This is an optimization exercise on Yosys and OpenROAD, whose aim is small area, a short achievable clock period and few clock cycles per item, not a production implementation.
At most, simulation tests tie the RTL to the original design; equivalence was not proved.
Power figures rest on the tool's default switching activity, not on a simulated workload.

== the previous run ==
==> flow/design.v (excerpt) <==
module pulse_width_autobaud_detector
#(
    parameter int NUM_BINS   = 20,
    parameter int WIDTH_BITS = 16
)
(
    input  logic                 clk,
    input  logic                 rst_n,
    input  logic                 pulse_valid,
    output logic                 pulse_ready,
    input  logic [OPCODE_W-1:0]  pulse_opcode,
    input  logic [PULSE_W-1:0]   pulse_width,
    output logic                 result_valid,
    input  logic                 result_ready,
    output logic [OUTCOME_W-1:0] result_outcome,
    output logic [BIN_W-1:0]     result_bin_index,
    output logic [DIV_W-1:0]     result_divisor,
    output logic                 result_engaged,
    input  logic                 cfg_we,
    input  logic [CFG_IDX_W-1:0] cfg_index,
    input  logic [CFG_DAT_W-1:0] cfg_data
);
For scale: roughly 260 flip-flops, roughly 70 I/O pins, about 21000 µm² of cells after synthesis.
clock: 5.5 ns
lec_check: 0
abc_area: 1
cap_margin: 20
core_margin: 2
core_utilization: 50
setup_slack_margin: 2.5
slew_margin: 20
run.sh (not shown) runs the stock make flow with config.mk's settings and CLKGATE_MAP_FILE= SYNTH_SCRIPT=/design/flow/synth_recipe.tcl, a recipe that flattens the netlist after the stock synthesis.
For the current run, these inputs were changed with respect to the previous run:
-- flow/design.v --
<<< the previous run, line 127
    input  logic        over,
    input  logic [5:0]  lo_le,
    input  logic [16:0] hi,
    input  logic [17:0] hi3,
>>> the current run, line 127
    input  logic        over,
    input  logic [5:0]  lo_le,
    input  logic        none,    
    input  logic [16:0] hi,
    input  logic [17:0] hi3,
<<< the previous run, line 183
    logic e1, e2, e3, lo_ok;
    logic [1:0] f1;
    assign e1 = gt3({8'd0, w}, {8'd0, base_h}, {7'd0, hi});
    assign e2 = gt3({8'd0, w}, {8'd0, base_h}, {6'd0, hi, 1'b0});
    assign e3 = gt3({8'd0, w}, {8'd0, base_h}, {6'd0, hi3});
    assign f1      = {1'b0, e1} + {1'b0, e2} + {1'b0, e3};
    always_comb
>>> the current run, line 184
    logic e1, e2, e3, lo_ok;
    logic [1:0] f1;
    assign e1 = !none && gt3({8'd0, w}, {8'd0, base_h}, {7'd0, hi});
    assign e2 = e1 && gt3({8'd0, w}, {8'd0, base_h}, {6'd0, hi, 1'b0});
    assign e3 = e1 && gt3({8'd0, w}, {8'd0, base_h}, {6'd0, hi3});
    assign f1      = {1'b0, e1} + {1'b0, e2} + {1'b0, e3};
    always_comb
<<< the previous run, line 283
    logic [ITER_W-1:0]   att_reg;
    logic                stall_reg;
    logic [16:0]         hi_d;
    logic [17:0]         hi3_d;
    logic                b2_valid, b2_bin, b2_eng, b2_over;
    logic [OUTCOME_W-1:0] b2_oc;
    logic [15:0]         b2_w, b2_base_h;
>>> the current run, line 284
    logic [ITER_W-1:0]   att_reg;
    logic                stall_reg;
    logic [17:0]         hi3_d;          
    logic                b2_valid, b2_bin, b2_eng, b2_over, b2_none;
    logic [OUTCOME_W-1:0] b2_oc;
    logic [15:0]         b2_w, b2_base_h;
<<< the previous run, line 324
    logic        is_start, is_abort, is_pulse;
    logic        decide, unm_ok, att_le1;
    logic        a_succ, a_fail, a_retry, a_go, out_range, below;
    logic        a_rej, a_short, a_bin;
    logic [OUTCOME_W-1:0] a_oc;
>>> the current run, line 324
    logic        is_start, is_abort, is_pulse;
    logic        decide, unm_ok, att_le1;
    logic        a_succ, a_fail, a_retry, a_none, a_go, out_range, below;
    logic        a_rej, a_short, a_bin;
    logic [OUTCOME_W-1:0] a_oc;
<<< the previous run, line 340
    assign a_fail    = is_pulse && decide && !unm_ok && att_le1;
    assign a_retry   = is_pulse && decide && !unm_ok && !att_le1;
    assign a_go      = is_pulse && !(decide && (unm_ok || att_le1));
    assign out_range = gt24({8'd0, min_reg}, {8'd0, w}) || gt24({8'd0, w}, {8'd0, max_reg});
    assign below     = decide ? (w != 16'hFFFF) : gt24({8'd0, lo_reg}, {8'd0, w});
    assign a_rej     = a_go && out_range;
    assign a_short   = a_go && !out_range && below;
>>> the current run, line 340
    assign a_fail    = is_pulse && decide && !unm_ok && att_le1;
    assign a_retry   = is_pulse && decide && !unm_ok && !att_le1;
    assign a_none    = a_retry || short_none;    
    assign a_go      = is_pulse && !(decide && (unm_ok || att_le1));
    assign out_range = gt24({8'd0, min_reg}, {8'd0, w}) || gt24({8'd0, w}, {8'd0, max_reg});
    assign below     = (decide || short_none) ? (w != 16'hFFFF) : gt24({8'd0, lo_reg}, {8'd0, w});
    assign a_rej     = a_go && out_range;
    assign a_short   = a_go && !out_range && below;
<<< the previous run, line 385
            active_reg <= 1'b0;
            short_none <= 1'b1;
            lo_reg     <= 16'hFFFF;
            hi_reg     <= 17'h0FFFF;
            total_reg  <= '0;
            att_reg    <= '0;
>>> the current run, line 386
            active_reg <= 1'b0;
            short_none <= 1'b1;
            total_reg  <= '0;
            att_reg    <= '0;
<<< the previous run, line 394
            active_reg <= a_eng;
            if (a_short)
            begin
                short_none <= 1'b0;
                lo_reg     <= w7[18:3];
                hi_reg     <= {1'b0, w} + {5'd0, w[15:4]};
            end
            else if (is_start || a_retry)
            begin
                short_none <= 1'b1;
                lo_reg     <= 16'hFFFF;
                hi_reg     <= 17'h0FFFF;
            end
            if (is_start || a_short || (a_retry && a_rej))
                total_reg <= '0;
>>> the current run, line 393
            active_reg <= a_eng;
            if (a_short)
                short_none <= 1'b0;
            else if (is_start || a_retry)
                short_none <= 1'b1;
            if (is_start || a_short || (a_retry && a_rej))
                total_reg <= '0;
<<< the previous run, line 420
    begin
        if (accept && a_short)
            short_reg <= w;
    end
    logic b2_match, b2_unmatched;
>>> the current run, line 411
    begin
        if (accept && a_short)
        begin
            short_reg <= w;
            lo_reg    <= w7[18:3];
            hi_reg    <= {1'b0, w} + {5'd0, w[15:4]};
        end
    end
    logic b2_match, b2_unmatched;
<<< the previous run, line 453
    end
    always_ff @(posedge clk)
    begin
        if (adv)
        begin
            hi_d  <= hi_reg;
            hi3_d <= {hi_reg, 1'b0} + {1'b0, hi_reg};    
        end
    end
    logic [2:0]  s1_g;
    logic        s1_over;
>>> the current run, line 448
    end
    always_ff @(posedge clk)
        hi3_d <= {hi_reg, 1'b0} + {1'b0, hi_reg};
    logic [2:0]  s1_g;
    logic        s1_over;
<<< the previous run, line 466
    pwad_datapath u_coarse (
        .w      (w),
        .none   (a_retry),
        .lo     (lo_reg),
        .hi     (hi_reg),
>>> the current run, line 455
    pwad_datapath u_coarse (
        .w      (w),
        .none   (a_none),
        .lo     (lo_reg),
        .hi     (hi_reg),
<<< the previous run, line 481
        .over    (b2_over),
        .lo_le   (b2_lo_le),
        .hi      (hi_d),
        .hi3     (hi3_d),
        .matched (b2_match),
>>> the current run, line 470
        .over    (b2_over),
        .lo_le   (b2_lo_le),
        .none    (b2_none),
        .hi      (hi_reg),
        .hi3     (hi3_d),
        .matched (b2_match),
<<< the previous run, line 506
            b2_bin    <= a_bin;
            b2_eng    <= a_eng;
            b2_w      <= w;
            b2_g      <= s1_g;
>>> the current run, line 496
            b2_bin    <= a_bin;
            b2_eng    <= a_eng;
            b2_none   <= a_none;
            b2_w      <= w;
            b2_g      <= s1_g;
==> notes.md <==
- The current run against the previous run: clock period minus worst slack went up by 50 ps; internal reg-to-reg setup slack was more or less identical; period utilization went up by 0.91 points.
- The source of the critical timing path comes out pulse_width[1] in one run and pulse_width[11] in the other, namely in the current run and the previous run respectively.
- Taking the previous run as 1.0, the current run lands at 1.10 on met3 wirelength from detailed routing.
- Looking at net switching fraction of the power across the previous run and the current run, the one that comes out lower is the current run.
- Lower sequential cell count among the previous run and the current run: the current run
- Relative to the previous run, the wire length on met2 measured on the current run has increased slightly.
- The current run vs the previous run, final instance area went down by 2.7%.
- Power share of the combinational group | the current run below the previous run
- When the current run is set beside the previous run, its fraction of registers with async set/reset turns out to be 10 points smaller.
- The current run: synthesized area lower than the previous run
- Compared with the previous run, the current run shows a lower final cell count without fillers.
- On the current run: largest net degree at the start of global routing is about 3.6% lower than what the previous run gave.
- On via density per instance, the previous run and the current run are neck and neck.
No functional check of the RTL was part of any run of this note.

## old
Another version of the RTL of pulse_width_autobaud_detector (not shown whole).
Size in the first run: ~2600 cells after synthesis, about 240 flip-flops, about 70 I/O pins, about 0.020 sq mm of cells after synthesis.
Settings: LEC_CHECK=0, ABC_AREA=1, CAP_MARGIN=20, CORE_MARGIN=2, CORE_UTILIZATION=40, SETUP_SLACK_MARGIN=2.5, SLEW_MARGIN=20; clock period 5.5 ns.
Testbench counts of old, summed over its fixed seeds: cycles 12,873, items 12,800.
Modified inputs, new compared to old
-- flow/design.v --
<<< old, line 127
    input  logic        over,
    input  logic [5:0]  lo_le,
    input  logic [16:0] hi,
    input  logic [17:0] hi3,
>>> new, line 127
    input  logic        over,
    input  logic [5:0]  lo_le,
    input  logic        none,    
    input  logic [16:0] hi,
    input  logic [17:0] hi3,
<<< old, line 183
    logic e1, e2, e3, lo_ok;
    logic [1:0] f1;
    assign e1 = gt3({8'd0, w}, {8'd0, base_h}, {7'd0, hi});
    assign e2 = e1 && gt3({8'd0, w}, {8'd0, base_h}, {6'd0, hi, 1'b0});
    assign e3 = e1 && gt3({8'd0, w}, {8'd0, base_h}, {6'd0, hi3});
>>> new, line 184
    logic e1, e2, e3, lo_ok;
    logic [1:0] f1;
    assign e1 = !none && gt3({8'd0, w}, {8'd0, base_h}, {7'd0, hi});
    assign e2 = e1 && gt3({8'd0, w}, {8'd0, base_h}, {6'd0, hi, 1'b0});
    assign e3 = e1 && gt3({8'd0, w}, {8'd0, base_h}, {6'd0, hi3});
<<< old, line 284
    logic                stall_reg;
    logic [17:0]         hi3_d;          
    logic                b2_valid, b2_bin, b2_eng, b2_over;
    logic [OUTCOME_W-1:0] b2_oc;
    logic [15:0]         b2_w, b2_base_h;
>>> new, line 285
    logic                stall_reg;
    logic [17:0]         hi3_d;          
    logic                b2_valid, b2_bin, b2_eng, b2_over, b2_none;
    logic [OUTCOME_W-1:0] b2_oc;
    logic [15:0]         b2_w, b2_base_h;
<<< old, line 323
    logic        is_start, is_abort, is_pulse;
    logic        decide, unm_ok, att_le1;
    logic        a_succ, a_fail, a_retry, a_go, out_range, below;
    logic        a_rej, a_short, a_bin;
    logic [OUTCOME_W-1:0] a_oc;
>>> new, line 324
    logic        is_start, is_abort, is_pulse;
    logic        decide, unm_ok, att_le1;
    logic        a_succ, a_fail, a_retry, a_none, a_go, out_range, below;
    logic        a_rej, a_short, a_bin;
    logic [OUTCOME_W-1:0] a_oc;
<<< old, line 339
    assign a_fail    = is_pulse && decide && !unm_ok && att_le1;
    assign a_retry   = is_pulse && decide && !unm_ok && !att_le1;
    assign a_go      = is_pulse && !(decide && (unm_ok || att_le1));
    assign out_range = gt24({8'd0, min_reg}, {8'd0, w}) || gt24({8'd0, w}, {8'd0, max_reg});
    assign below     = decide ? (w != 16'hFFFF) : gt24({8'd0, lo_reg}, {8'd0, w});
    assign a_rej     = a_go && out_range;
    assign a_short   = a_go && !out_range && below;
>>> new, line 340
    assign a_fail    = is_pulse && decide && !unm_ok && att_le1;
    assign a_retry   = is_pulse && decide && !unm_ok && !att_le1;
    assign a_none    = a_retry || short_none;    
    assign a_go      = is_pulse && !(decide && (unm_ok || att_le1));
    assign out_range = gt24({8'd0, min_reg}, {8'd0, w}) || gt24({8'd0, w}, {8'd0, max_reg});
    assign below     = (decide || short_none) ? (w != 16'hFFFF) : gt24({8'd0, lo_reg}, {8'd0, w});
    assign a_rej     = a_go && out_range;
    assign a_short   = a_go && !out_range && below;
<<< old, line 384
            active_reg <= 1'b0;
            short_none <= 1'b1;
            lo_reg     <= 16'hFFFF;
            hi_reg     <= 17'h0FFFF;
            total_reg  <= '0;
            att_reg    <= '0;
>>> new, line 386
            active_reg <= 1'b0;
            short_none <= 1'b1;
            total_reg  <= '0;
            att_reg    <= '0;
<<< old, line 393
            active_reg <= a_eng;
            if (a_short)
            begin
                short_none <= 1'b0;
                lo_reg     <= w7[18:3];
                hi_reg     <= {1'b0, w} + {5'd0, w[15:4]};
            end
            else if (is_start || a_retry)
            begin
                short_none <= 1'b1;
                lo_reg     <= 16'hFFFF;
                hi_reg     <= 17'h0FFFF;
            end
            if (is_start || a_short || (a_retry && a_rej))
                total_reg <= '0;
>>> new, line 393
            active_reg <= a_eng;
            if (a_short)
                short_none <= 1'b0;
            else if (is_start || a_retry)
                short_none <= 1'b1;
            if (is_start || a_short || (a_retry && a_rej))
                total_reg <= '0;
<<< old, line 419
    begin
        if (accept && a_short)
            short_reg <= w;
    end
    logic b2_match, b2_unmatched;
>>> new, line 411
    begin
        if (accept && a_short)
        begin
            short_reg <= w;
            lo_reg    <= w7[18:3];
            hi_reg    <= {1'b0, w} + {5'd0, w[15:4]};
        end
    end
    logic b2_match, b2_unmatched;
<<< old, line 459
    pwad_datapath u_coarse (
        .w      (w),
        .none   (a_retry),
        .lo     (lo_reg),
        .hi     (hi_reg),
>>> new, line 455
    pwad_datapath u_coarse (
        .w      (w),
        .none   (a_none),
        .lo     (lo_reg),
        .hi     (hi_reg),
<<< old, line 474
        .over    (b2_over),
        .lo_le   (b2_lo_le),
        .hi      (hi_reg),
        .hi3     (hi3_d),
>>> new, line 470
        .over    (b2_over),
        .lo_le   (b2_lo_le),
        .none    (b2_none),
        .hi      (hi_reg),
        .hi3     (hi3_d),
<<< old, line 499
            b2_bin    <= a_bin;
            b2_eng    <= a_eng;
            b2_w      <= w;
            b2_g      <= s1_g;
>>> new, line 496
            b2_bin    <= a_bin;
            b2_eng    <= a_eng;
            b2_none   <= a_none;
            b2_w      <= w;
            b2_g      <= s1_g;
[summary]
No stage failed in new, and the final checks on the layout all came back clean.
First-pass GRT wire length, new vs old: down by a few percent
In new, utilization of the core after routing is higher than in old.
Overall fraction of global-route tracks in use down 0.21 points in new wrt old
The share of total power in combinational logic of new falls short of that of old by 7.7 points.
In the metrics for old and new, the one carrying the lower synthesized-area fraction occupied by adder cells is old.
The RTL of new was laid out without a check of its function.

==> port drivers added, routing unchanged <==
Ports are ideal in the flow. The routed layouts listed here were re-timed in OpenROAD.
Step 1, drivers: a clkbuf_16 drives clk and a buf_2 each remaining input, both assumed.
Step 2 also shifts input and output timing later by t, the mid clock arrival at the registers, as if the neighbouring blocks saw the same clock.
a / b / c = ideal ports / drivers / drivers and shift; a / b = the first two.
run | t (ns) | slack for setup (ns) | hold WS [ns] | worst data-port slew with drivers (ns)
the previous run | 0.638 | 2.567 / 2.544 / 1.959 | 0.419 / 0.419 / 0.419 | 0.04
the current run | 0.626 | 2.517 / 2.521 / 1.899 | 0.420 / 0.420 / 0.420 | 0.06
old | 0.653 | 2.573 / 2.536 / 1.912 | 0.423 / 0.423 / 0.423 | 0.15
new | 0.629 | 2.547 / 2.508 / 1.966 | 0.417 / 0.417 / 0.417 | 0.04
After both steps setup and hold are still met in every run listed. For old, which loses most, drivers alone change the setup slack by -0.037 ns; drivers and shift together by -0.661 ns.
